Context: an optimization exercise on an open-source flow, tuned for small area, a short achievable clock period and few clock cycles per item. The choices shown serve that exercise and are no tape-out recipe. At most, simulation tests tie the RTL to the original design; equivalence was not proved. Power is estimated from default activity; no workload was simulated.

v33:
==> flow/design.v <==
`default_nettype none
package lkvc_pkg;
  localparam int MAX_ENTRIES_DEF = 16;
  localparam int KEY_W = 32;
  localparam int VAL_W = 32;
  localparam int CAP_W = 5;
  localparam logic [CAP_W-1:0] CAP_RESET = 5'd16;
  localparam logic OP_GET = 1'b0;
  localparam logic OP_PUT = 1'b1;
  localparam logic [VAL_W-1:0] MISS_VALUE = 32'hFFFF_FFFF;
  localparam logic [VAL_W-1:0] PUT_VALUE = 32'h0000_0000;
endpackage
`default_nettype wire
`default_nettype none
import lkvc_pkg::*;
module lru_key_value_cache #(
  parameter int MAX_ENTRIES = MAX_ENTRIES_DEF
) (
  input  wire                     clk,
  input  wire                     rst_n,
  input  wire                     start,
  output logic                    busy,
  input  wire                     in_opcode,
  input  wire  signed [KEY_W-1:0] in_key,
  input  wire  signed [VAL_W-1:0] in_value,
  output logic                    out_strobe,
  output logic                    out_hit,
  output logic signed [VAL_W-1:0] out_read_value,
  input  wire                     cfg_we,
  input  wire         [CAP_W-1:0] cfg_wdata
);
  localparam int N = MAX_ENTRIES;
  logic [CAP_W-1:0] cap_r;
  logic [N-1:0]     valid_r;      
  logic             full_r;
  logic             s1_vld_r;
  logic             s1_op_r;
  logic [KEY_W-1:0] s1_key_r;
  logic [VAL_W-1:0] s1_val_r;
  logic [N-1:0]     s1_eq_r;      
  logic             s1_same_r;    
  logic [N-1:0]     wr_prev_r;    
  logic             s2_vld_r;
  logic             s2_op_r;
  logic [KEY_W-1:0] s2_key_r;
  logic [VAL_W-1:0] s2_val_r;
  logic [N-1:0]     s2_match_r;   
  logic             s2_found_r;   
  logic [KEY_W-1:0] key_r [N];
  logic [VAL_W-1:0] val_r [N];
  logic             newer_r [N][N];
  logic             res_vld_r;
  logic             res_hit_r;
  logic [VAL_W-1:0] res_val_r;
  assign busy = 1'b0;
  logic [N-1:0]     cap_sel;
  logic [VAL_W-1:0] rd_val;
  always_comb begin
    for (int i = 0; i < N; i++) begin
      cap_sel[i] = (cap_r == CAP_W'(i + 1)) || (i == 0 && cap_r == '0) ||
                   (i == N - 1 && cap_r > CAP_W'(N));
    end
    rd_val = '0;
    for (int i = 0; i < N; i++) begin
      rd_val = rd_val | (val_r[i] & {VAL_W{s2_match_r[i]}});
    end
  end
  logic [N-1:0] victim_r;       
  logic [N-1:0] valid, free, miss_slot, slot, upd, wr;
  logic         s2_put, s2_wrote, s2_putmiss, do_ins;
  always_comb begin
    valid = valid_r;
    for (int i = 0; i < N; i++) begin
      free[i] = !valid_r[i] && ((i == 0) ? 1'b1 : valid_r[i-1]);
    end
    miss_slot = full_r ? victim_r : free;
    s2_put     = s2_op_r == OP_PUT;
    s2_wrote   = s2_vld_r && s2_put;
    s2_putmiss = s2_wrote && !s2_found_r;
    do_ins     = s2_putmiss && !full_r;
    slot = s2_found_r ? s2_match_r : miss_slot;
    upd  = slot & {N{s2_vld_r && (s2_found_r || s2_put)}};
    wr   = slot & {N{s2_wrote}};
  end
  logic [N-1:0] valid_nxt, second, victim_nxt;
  logic         newer_nxt [N][N];
  logic         full_nxt, victim_used;
  always_comb begin
    for (int i = 0; i < N; i++) begin
      for (int j = i + 1; j < N; j++) begin
        newer_nxt[i][j] = upd[i] || (newer_r[i][j] && !upd[j]);
      end
    end
    valid_nxt = do_ins ? {valid_r[N-2:0], 1'b1} : valid_r;
    full_nxt  = |(valid_nxt & cap_sel);
    for (int i = 0; i < N; i++) begin
      logic v;
      v = valid_r[i] && !victim_r[i];
      for (int j = 0; j < N; j++) begin
        if (j < i) begin
          v = v && (newer_r[j][i] || victim_r[j]);
        end else if (j > i) begin
          v = v && (!valid_r[j] || !newer_r[i][j] || victim_r[j]);
        end
      end
      second[i] = v;
    end
    victim_used = s2_vld_r && (s2_found_r ? |(s2_match_r & victim_r) : (s2_put && full_r));
    if (victim_used) begin
      victim_nxt = second | (victim_r & {N{!valid_r[1]}});
    end else begin
      victim_nxt = victim_r | (upd & {N{!valid_r[0]}});
    end
  end
  logic [N-1:0] s0_eq;
  logic         s0_same;
  always_comb begin
    for (int i = 0; i < N; i++) begin
      s0_eq[i] = key_r[i] == in_key;
    end
    s0_same = in_key == s2_key_r;
  end
  logic [N-1:0] s1_eq, s1_keep, s1_match, s1_match_fix;
  logic         s1_same, s1_found, s1_fwd;
  always_comb begin
    s1_eq = (s1_eq_r & ~wr_prev_r) | (wr_prev_r & {N{s1_same_r}});
    for (int i = 0; i < N; i++) begin
      s1_keep[i] = valid[i] && !(s2_putmiss && miss_slot[i]);
    end
    s1_match = s1_eq & s1_keep;
    s1_same  = (s1_key_r == s2_key_r);
    s1_fwd   = s2_wrote && s1_same;
    s1_found = s1_fwd || (|s1_match);
    s1_match_fix = s1_fwd ? slot : s1_match;
  end
  always_ff @(posedge clk) begin
    if (!rst_n) begin
      s1_vld_r  <= 1'b0;
      s2_vld_r  <= 1'b0;
      res_vld_r <= 1'b0;
      cap_r     <= CAP_RESET;
      valid_r   <= '0;
      full_r    <= 1'b0;
      victim_r  <= '0;
    end else begin
      s1_vld_r  <= start;
      s2_vld_r  <= s1_vld_r;
      res_vld_r <= s2_vld_r;
      if (cfg_we) begin
        cap_r <= cfg_wdata;
      end
      valid_r <= valid_nxt;
      full_r <= full_nxt;
      victim_r <= victim_nxt;
    end
  end
  always_ff @(posedge clk) begin
    s1_op_r    <= in_opcode;
    s1_key_r   <= in_key;
    s1_val_r   <= in_value;
    s1_eq_r    <= s0_eq;
    s1_same_r  <= s0_same;
    wr_prev_r  <= wr;
    s2_op_r    <= s1_op_r;
    s2_key_r   <= s1_key_r;
    s2_val_r   <= s1_val_r;
    s2_match_r <= s1_match_fix;
    s2_found_r <= s1_found;
    for (int i = 0; i < N; i++) begin
      if (wr[i]) begin
        val_r[i] <= s2_val_r;
      end
      if (wr[i] && !s2_found_r) begin
        key_r[i] <= s2_key_r;
      end
      for (int j = i + 1; j < N; j++) begin
        newer_r[i][j] <= newer_nxt[i][j];
      end
    end
    res_hit_r <= s2_found_r;
    if (s2_put) begin
      res_val_r <= PUT_VALUE;
    end else if (s2_found_r) begin
      res_val_r <= rd_val;
    end else begin
      res_val_r <= MISS_VALUE;
    end
  end
  assign out_strobe     = res_vld_r;
  assign out_hit        = res_hit_r;
  assign out_read_value = res_val_r;
endmodule
`default_nettype wire
export LEC_CHECK = 0
export CAP_MARGIN = 20
export CORE_MARGIN = 2
export CORE_UTILIZATION = 60
export CTS_CLUSTER_DIAMETER = 60
export CTS_CLUSTER_SIZE = 24
export PLACE_DENSITY = 0.72
export SETUP_SLACK_MARGIN = 4.0
export SLEW_MARGIN = 20
create_clock -name core_clock -period 6.5 [get_ports {clk}]
standard.sh (not shown) runs the stock make flow with config.mk's settings and CLKGATE_MAP_FILE= SYNTH_SCRIPT=/design/flow/synth_recipe.tcl, a recipe that flattens the netlist after the stock synthesis.
==> flow/flow/run.sh <==
#!/bin/bash
# Standard layout, with clock tree synthesis told not to add dummy loads and
# the port buffers started from the smallest buffer.
set -euo pipefail
export CTS_ARGS="-sink_clustering_enable -repair_clock_nets -dont_use_dummy_load -sink_clustering_size 24 -sink_clustering_max_diameter 60"
export BUFFER_PORTS_ARGS="-buffer_cell sky130_fd_sc_hd__buf_1"
bash standard.sh > standard.log 2>&1
Modified inputs, v8 compared to v33
--- a/flow/design.v
+++ b/flow/design.v
@@ -43,12 +43,14 @@
   logic             s2_vld_r;
   logic             s2_op_r;
   logic [KEY_W-1:0] s2_key_r;
   logic [VAL_W-1:0] s2_val_r;
   logic [N-1:0]     s2_match_r;   
   logic             s2_found_r;   
+  logic             s2_pm_r;      
+  logic             s2_hit_r;     
   logic [KEY_W-1:0] key_r [N];
   logic [VAL_W-1:0] val_r [N];
   logic             newer_r [N][N];
   logic             res_vld_r;
   logic             res_hit_r;
   logic [VAL_W-1:0] res_val_r;
@@ -73,16 +75,16 @@
     for (int i = 0; i < N; i++) begin
       free[i] = !valid_r[i] && ((i == 0) ? 1'b1 : valid_r[i-1]);
     end
     miss_slot = full_r ? victim_r : free;
     s2_put     = s2_op_r == OP_PUT;
     s2_wrote   = s2_vld_r && s2_put;
-    s2_putmiss = s2_wrote && !s2_found_r;
+    s2_putmiss = s2_pm_r;
     do_ins     = s2_putmiss && !full_r;
     slot = s2_found_r ? s2_match_r : miss_slot;
-    upd  = slot & {N{s2_vld_r && (s2_found_r || s2_put)}};
+    upd  = (s2_match_r & {N{s2_hit_r}}) | (miss_slot & {N{s2_pm_r}});
     wr   = slot & {N{s2_wrote}};
   end
   logic [N-1:0] valid_nxt, second, victim_nxt;
   logic         newer_nxt [N][N];
   logic         full_nxt, victim_used;
   always_comb begin
@@ -102,17 +104,17 @@
         end else if (j > i) begin
           v = v && (!valid_r[j] || !newer_r[i][j] || victim_r[j]);
         end
       end
       second[i] = v;
     end
-    victim_used = s2_vld_r && (s2_found_r ? |(s2_match_r & victim_r) : (s2_put && full_r));
+    victim_used = (s2_hit_r && |(s2_match_r & victim_r)) || (s2_pm_r && full_r);
     if (victim_used) begin
       victim_nxt = second | (victim_r & {N{!valid_r[1]}});
     end else begin
-      victim_nxt = victim_r | (upd & {N{!valid_r[0]}});
+      victim_nxt = victim_r | N'(do_ins && !valid_r[0]);
     end
   end
   logic [N-1:0] s0_eq;
   logic         s0_same;
   always_comb begin
     for (int i = 0; i < N; i++) begin
@@ -134,20 +136,24 @@
     s1_match_fix = s1_fwd ? slot : s1_match;
   end
   always_ff @(posedge clk) begin
     if (!rst_n) begin
       s1_vld_r  <= 1'b0;
       s2_vld_r  <= 1'b0;
+      s2_pm_r   <= 1'b0;
+      s2_hit_r  <= 1'b0;
       res_vld_r <= 1'b0;
       cap_r     <= CAP_RESET;
       valid_r   <= '0;
       full_r    <= 1'b0;
       victim_r  <= '0;
     end else begin
       s1_vld_r  <= start;
       s2_vld_r  <= s1_vld_r;
+      s2_pm_r   <= s1_vld_r && (s1_op_r == OP_PUT) && !s1_found;
+      s2_hit_r  <= s1_vld_r && s1_found;
       res_vld_r <= s2_vld_r;
       if (cfg_we) begin
         cap_r <= cfg_wdata;
       end
       valid_r <= valid_nxt;
       full_r <= full_nxt;
@@ -167,13 +173,13 @@
     s2_match_r <= s1_match_fix;
     s2_found_r <= s1_found;
     for (int i = 0; i < N; i++) begin
       if (wr[i]) begin
         val_r[i] <= s2_val_r;
       end
-      if (wr[i] && !s2_found_r) begin
+      if (miss_slot[i] && s2_putmiss) begin
         key_r[i] <= s2_key_r;
       end
       for (int j = i + 1; j < N; j++) begin
         newer_r[i][j] <= newer_nxt[i][j];
       end
     end
Sort v8 and v33 by layout filler cell count, descending, and v33 comes first.
Compared with v33, synthesized instance count in v8 decreased by a few percent.
v8 against v33: post-synthesis average cell area increased 2.1%; CTS buffer count went up by 6.7%; met3 capacity usage during global routing higher; cell count moved down; met2 usage in global routing now sits lower.
Total power of v8 is higher than that of v33.
Taking v33 as the reference, in v8 post-layout net count moved down, setup slack of the critical path after layout increased 0.066 ns, clock transition at the registers of the reported paths about even.
Compared with v33, v8 shows die area lower by about 0.7%.
Finished layout cell area up 180 sq um in v8 wrt v33
No functional check of the RTL was part of any run of this note.

Starts from the design.v that is shown in full above.
Settings: LEC_CHECK=0, CAP_MARGIN=20, CORE_MARGIN=2, CORE_UTILIZATION=60, CTS_CLUSTER_DIAMETER=45, CTS_CLUSTER_SIZE=16, PLACE_DENSITY=0.72, SETUP_SLACK_MARGIN=4.0, SLEW_MARGIN=20; clock period 6.5 ns.
==> flow/flow/run.sh <==
#!/bin/bash
# Standard layout, with clock tree synthesis told not to add dummy loads and
# the port buffers started from the smallest buffer.
set -euo pipefail
export CTS_ARGS="-sink_clustering_enable -repair_clock_nets -dont_use_dummy_load -sink_clustering_size 16 -sink_clustering_max_diameter 45 -buf_list sky130_fd_sc_hd__clkbuf_8 -root_buf sky130_fd_sc_hd__clkbuf_16"
export BUFFER_PORTS_ARGS="-buffer_cell sky130_fd_sc_hd__buf_1"
bash standard.sh > standard.log 2>&1
Next try:
--- a/flow/design.v
+++ b/flow/design.v
@@ -104,9 +104,9 @@
         end
       end
       second[i] = v;
     end
-    victim_used = s2_vld_r && (s2_found_r ? |(s2_match_r & victim_r) : (s2_put && full_r));
+    victim_used = |(upd & victim_r);
     if (victim_used) begin
       victim_nxt = second | (victim_r & {N{!valid_r[1]}});
     end else begin
       victim_nxt = victim_r | (upd & {N{!valid_r[0]}});
@@ -167,12 +167,10 @@
     s2_match_r <= s1_match_fix;
     s2_found_r <= s1_found;
     for (int i = 0; i < N; i++) begin
       if (wr[i]) begin
+        key_r[i] <= s2_key_r;
         val_r[i] <= s2_val_r;
-      end
-      if (wr[i] && !s2_found_r) begin
-        key_r[i] <= s2_key_r;
       end
       for (int j = i + 1; j < N; j++) begin
         newer_r[i][j] <= newer_nxt[i][j];
       end
What happened: The changed run produced a clean layout; power went up slightly; clock power came out higher by a few percent; via count grows by a few percent; fmax decreases slightly; non-clock buffer count rose by 53; global-route usage rose by 1.4 points; routed wire length climbs by a few percent; utilization came out higher by 1.3 points; sequential share of layout area came out lower by 1.4 points; design area increases by a few percent.
No functional check of the RTL was part of any run of this note.

Another version of the RTL of lru_key_value_cache (not shown whole).
Size in the first run: about 3,600 cells after synthesis, roughly 1,400 flip-flops, roughly 110 I/O pins, ~0.053 sq mm of cells after synthesis.
==> module lru_key_value_cache, before the edit <==
module lru_key_value_cache #(
  parameter int MAX_ENTRIES = MAX_ENTRIES_DEF
) (
  input  wire                     clk,
  input  wire                     rst_n,
  input  wire                     start,
  output logic                    busy,
  input  wire                     in_opcode,
  input  wire  signed [KEY_W-1:0] in_key,
  input  wire  signed [VAL_W-1:0] in_value,
  output logic                    out_strobe,
  output logic                    out_hit,
  output logic signed [VAL_W-1:0] out_read_value,
  input  wire                     cfg_we,
  input  wire         [CAP_W-1:0] cfg_wdata
);
  localparam int N = MAX_ENTRIES;
  logic [CAP_W-1:0] cap_r;
  logic [N-1:0]     valid_r;      
  logic             full_r;
  logic             s1_vld_r;
  logic             s1_op_r;
  logic [KEY_W-1:0] s1_key_r;
  logic [VAL_W-1:0] s1_val_r;
  logic [N-1:0]     s1_eq_r;      
  logic             s1_same_r;    
  logic [N-1:0]     wr_prev_r;    
  logic             s2_vld_r;
  logic             s2_op_r;
  logic [KEY_W-1:0] s2_key_r;
  logic [VAL_W-1:0] s2_val_r;
  logic [N-1:0]     s2_match_r;   
  logic [N-1:0]     s2_rd_r;      
  logic             s2_found_r;   
  logic [KEY_W-1:0] key_r [N];
  logic [VAL_W-1:0] val_r [N];
  logic             newer_r [N][N];
  logic             res_vld_r;
  logic             res_hit_r;
  logic [VAL_W-1:0] res_val_r;
  assign busy = 1'b0;
  logic [N-1:0]     cap_sel;
  logic [VAL_W-1:0] rd_val;
  always_comb begin
    for (int i = 0; i < N; i++) begin
      cap_sel[i] = (cap_r == CAP_W'(i + 1)) || (i == 0 && cap_r == '0) ||
                   (i == N - 1 && cap_r > CAP_W'(N));
    end
    rd_val = '0;
    for (int i = 0; i < N; i++) begin
      rd_val = rd_val | (val_r[i] & {VAL_W{s2_rd_r[i]}});
    end
  end
  logic [N-1:0] victim_r;       
  logic [N-1:0] free_r;         
  logic [N-1:0] valid, miss_slot, slot, upd, wr;
  logic         s2_put, s2_wrote, s2_putmiss, do_ins;
  always_comb begin
    valid = valid_r;
    miss_slot = full_r ? victim_r : free_r;
    s2_put     = s2_op_r == OP_PUT;
    s2_wrote   = s2_vld_r && s2_put;
    s2_putmiss = s2_wrote && !s2_found_r;
    do_ins     = s2_putmiss && !full_r;
    slot = s2_found_r ? s2_match_r : miss_slot;
    upd  = slot & {N{s2_vld_r && (s2_found_r || s2_put)}};
    wr   = slot & {N{s2_wrote}};
  end
  logic [N-1:0] valid_nxt, second, victim_nxt;
  logic         newer_nxt [N][N];
  logic         full_nxt, victim_used;
  always_comb begin
    for (int i = 0; i < N; i++) begin
      for (int j = i + 1; j < N; j++) begin
        newer_nxt[i][j] = upd[i] || (newer_r[i][j] && !upd[j]);
      end
    end
    valid_nxt = do_ins ? {valid_r[N-2:0], 1'b1} : valid_r;
    full_nxt  = |(valid_nxt & cap_sel);
    for (int i = 0; i < N; i++) begin
      logic v;
      v = valid_r[i] && !victim_r[i];
      for (int j = 0; j < N; j++) begin
        if (j < i) begin
          v = v && (newer_r[j][i] || victim_r[j]);
        end else if (j > i) begin
          v = v && (!valid_r[j] || !newer_r[i][j] || victim_r[j]);
        end
      end
      second[i] = v;
    end
    victim_used = |(upd & victim_r);
    if (victim_used) begin
      victim_nxt = second | (victim_r & {N{!valid_r[1]}});
    end else begin
      victim_nxt = victim_r | (upd & {N{!valid_r[0]}});
    end
  end
  logic [N-1:0] s0_eq;
  logic         s0_same;
  always_comb begin
    for (int i = 0; i < N; i++) begin
      s0_eq[i] = key_r[i] == in_key;
    end
    s0_same = in_key == s2_key_r;
  end
  logic [N-1:0] s1_eq, s1_keep, s1_match, s1_match_fix;
  logic         s1_same, s1_found, s1_fwd;
  always_comb begin
    s1_eq = (s1_eq_r & ~wr_prev_r) | (wr_prev_r & {N{s1_same_r}});
    for (int i = 0; i < N; i++) begin
      s1_keep[i] = valid[i] && !(s2_putmiss && miss_slot[i]);
    end
    s1_match = s1_eq & s1_keep;
    s1_same  = (s1_key_r == s2_key_r);
    s1_fwd   = s2_wrote && s1_same;
    s1_found = s1_fwd || (|s1_match);
    s1_match_fix = s1_fwd ? slot : s1_match;
  end
  always_ff @(posedge clk) begin
    if (!rst_n) begin
      s1_vld_r  <= 1'b0;
      s2_vld_r  <= 1'b0;
      res_vld_r <= 1'b0;
      cap_r     <= CAP_RESET;
      valid_r   <= '0;
      free_r    <= N'(1);
      full_r    <= 1'b0;
      victim_r  <= '0;
    end else begin
      s1_vld_r  <= start;
      s2_vld_r  <= s1_vld_r;
      res_vld_r <= s2_vld_r;
      if (cfg_we) begin
        cap_r <= cfg_wdata;
      end
      valid_r <= valid_nxt;
      if (do_ins) begin
        free_r <= {free_r[N-2:0], 1'b0};
      end
      full_r <= full_nxt;
      victim_r <= victim_nxt;
    end
  end
  always_ff @(posedge clk) begin
    s1_op_r    <= in_opcode;
    s1_key_r   <= in_key;
    s1_val_r   <= in_value;
    s1_eq_r    <= s0_eq;
    s1_same_r  <= s0_same;
    wr_prev_r  <= wr;
    s2_op_r    <= s1_op_r;
    s2_key_r   <= s1_key_r;
    s2_val_r   <= s1_val_r;
    s2_match_r <= s1_match_fix;
    s2_rd_r    <= s1_match_fix & {N{s1_op_r == OP_GET}};
    s2_found_r <= s1_found;
    for (int i = 0; i < N; i++) begin
      if (wr[i]) begin
        val_r[i] <= s2_val_r;
      end
      if (wr[i] && !s2_found_r) begin
        key_r[i] <= s2_key_r;
      end
      for (int j = i + 1; j < N; j++) begin
        newer_r[i][j] <= newer_nxt[i][j];
      end
    end
    res_hit_r <= s2_found_r;
    if (s2_put) begin
      res_val_r <= PUT_VALUE;
    end else if (s2_found_r) begin
      res_val_r <= rd_val;
    end else begin
      res_val_r <= MISS_VALUE;
    end
  end
  assign out_strobe     = res_vld_r;
  assign out_hit        = res_hit_r;
  assign out_read_value = res_val_r;
endmodule
clock: 6.5 ns
lec_check: 0
cap_margin: 20
core_margin: 2
core_utilization: 60
cts_cluster_diameter: 45
cts_cluster_size: 16
place_density: 0.72
setup_slack_margin: 4.0
slew_margin: 20
Scripts as last shown in full above: flow/flow/run.sh
Rerun with:
--- a/flow/design.v
+++ b/flow/design.v
@@ -44,10 +44,10 @@
   logic             s2_op_r;
   logic [KEY_W-1:0] s2_key_r;
   logic [VAL_W-1:0] s2_val_r;
   logic [N-1:0]     s2_match_r;   
-  logic [N-1:0]     s2_rd_r;      
   logic             s2_found_r;   
+  logic             s2_pm_r;      
   logic [KEY_W-1:0] key_r [N];
   logic [VAL_W-1:0] val_r [N];
   logic             newer_r [N][N];
   logic             res_vld_r;
@@ -62,21 +62,23 @@
                    (i == N - 1 && cap_r > CAP_W'(N));
     end
     rd_val = '0;
     for (int i = 0; i < N; i++) begin
-      rd_val = rd_val | (val_r[i] & {VAL_W{s2_rd_r[i]}});
+      rd_val = rd_val | (val_r[i] & {VAL_W{s2_match_r[i]}});
     end
   end
   logic [N-1:0] victim_r;       
-  logic [N-1:0] free_r;         
-  logic [N-1:0] valid, miss_slot, slot, upd, wr;
+  logic [N-1:0] valid, free, miss_slot, slot, upd, wr;
   logic         s2_put, s2_wrote, s2_putmiss, do_ins;
   always_comb begin
     valid = valid_r;
-    miss_slot = full_r ? victim_r : free_r;
+    for (int i = 0; i < N; i++) begin
+      free[i] = !valid_r[i] && ((i == 0) ? 1'b1 : valid_r[i-1]);
+    end
+    miss_slot = full_r ? victim_r : free;
     s2_put     = s2_op_r == OP_PUT;
     s2_wrote   = s2_vld_r && s2_put;
-    s2_putmiss = s2_wrote && !s2_found_r;
+    s2_putmiss = s2_pm_r;
     do_ins     = s2_putmiss && !full_r;
     slot = s2_found_r ? s2_match_r : miss_slot;
     upd  = slot & {N{s2_vld_r && (s2_found_r || s2_put)}};
     wr   = slot & {N{s2_wrote}};
@@ -103,13 +105,13 @@
         end
       end
       second[i] = v;
     end
-    victim_used = |(upd & victim_r);
+    victim_used = s2_vld_r && (s2_found_r ? |(s2_match_r & victim_r) : (s2_put && full_r));
     if (victim_used) begin
       victim_nxt = second | (victim_r & {N{!valid_r[1]}});
     end else begin
-      victim_nxt = victim_r | (upd & {N{!valid_r[0]}});
+      victim_nxt = victim_r | N'(do_ins && !valid_r[0]);
     end
   end
   logic [N-1:0] s0_eq;
   logic         s0_same;
@@ -135,25 +137,23 @@
   always_ff @(posedge clk) begin
     if (!rst_n) begin
       s1_vld_r  <= 1'b0;
       s2_vld_r  <= 1'b0;
+      s2_pm_r   <= 1'b0;
       res_vld_r <= 1'b0;
       cap_r     <= CAP_RESET;
       valid_r   <= '0;
-      free_r    <= N'(1);
       full_r    <= 1'b0;
       victim_r  <= '0;
     end else begin
       s1_vld_r  <= start;
       s2_vld_r  <= s1_vld_r;
+      s2_pm_r   <= s1_vld_r && (s1_op_r == OP_PUT) && !s1_found;
       res_vld_r <= s2_vld_r;
       if (cfg_we) begin
         cap_r <= cfg_wdata;
       end
       valid_r <= valid_nxt;
-      if (do_ins) begin
-        free_r <= {free_r[N-2:0], 1'b0};
-      end
       full_r <= full_nxt;
       victim_r <= victim_nxt;
     end
   end
@@ -167,15 +167,14 @@
     s2_op_r    <= s1_op_r;
     s2_key_r   <= s1_key_r;
     s2_val_r   <= s1_val_r;
     s2_match_r <= s1_match_fix;
-    s2_rd_r    <= s1_match_fix & {N{s1_op_r == OP_GET}};
     s2_found_r <= s1_found;
     for (int i = 0; i < N; i++) begin
       if (wr[i]) begin
         val_r[i] <= s2_val_r;
       end
-      if (wr[i] && !s2_found_r) begin
+      if (miss_slot[i] && s2_putmiss) begin
         key_r[i] <= s2_key_r;
       end
       for (int j = i + 1; j < N; j++) begin
         newer_r[i][j] <= newer_nxt[i][j];
Effect:
- global-route usage decreases by 1.8 points
- worst setup slack gets better by 0.034 ns
- worst hold slack degrades by 0.0059 ns
- count of clock-buffer cells in the layout is lower by 2
- critical path depth shrinks by 5
- die area drops by 2.0%
Testbench counts after the change, summed over its fixed seeds: cycles 16,048, items 16,000.
Function not checked in the first run of this note: the RTL went through the layout flow alone.

## what the ideal ports hide
In the flow no input, the clock included, has a driving cell. The finished layouts below were timed again as built, in two steps.
Step 1 (the two cells are an assumption about what drives the block):
set clk [get_ports {clk}]
set_driving_cell -lib_cell sky130_fd_sc_hd__clkbuf_16 $clk
set_driving_cell -lib_cell sky130_fd_sc_hd__buf_2 [delete_from_list [all_inputs] $clk]
Step 2 moves the port delays by t, midway between the first and last clock arrival at a register: inputs arrive t later, outputs are due t later. That takes back most of the time a late clock gives input paths.
a / b / c = ideal / step 1 / step 2; a / b = the first two.
run | t, ns | setup WS [ns] | worst setup path at the end | clock arrival spread, ns
v33 | 0.724 | 3.959 / 3.947 / 3.326 | input to register | 0.073 / 0.073
v8 | 0.732 | 4.025 / 3.958 / 3.344 | input to register | 0.073 / 0.073
the first run of note 2 | 0.742 | 3.983 / 3.917 / 3.294 | input to register | 0.082 / 0.081
the second run of note 2 | 0.759 | 3.947 / 3.948 / 3.235 | input to register | 0.095 / 0.096
the first run of note 3 | 0.760 | 3.933 / 3.899 / 3.249 | input to register | 0.106 / 0.106
the second run of note 3 | 0.736 | 3.967 / 3.937 / 3.273 | input to register | 0.092 / 0.092
After both steps setup and hold are still met in every run listed. The setup slack of the second run of note 2, which loses most, moves by +0.001 ns with the drivers and by -0.712 ns with both steps.
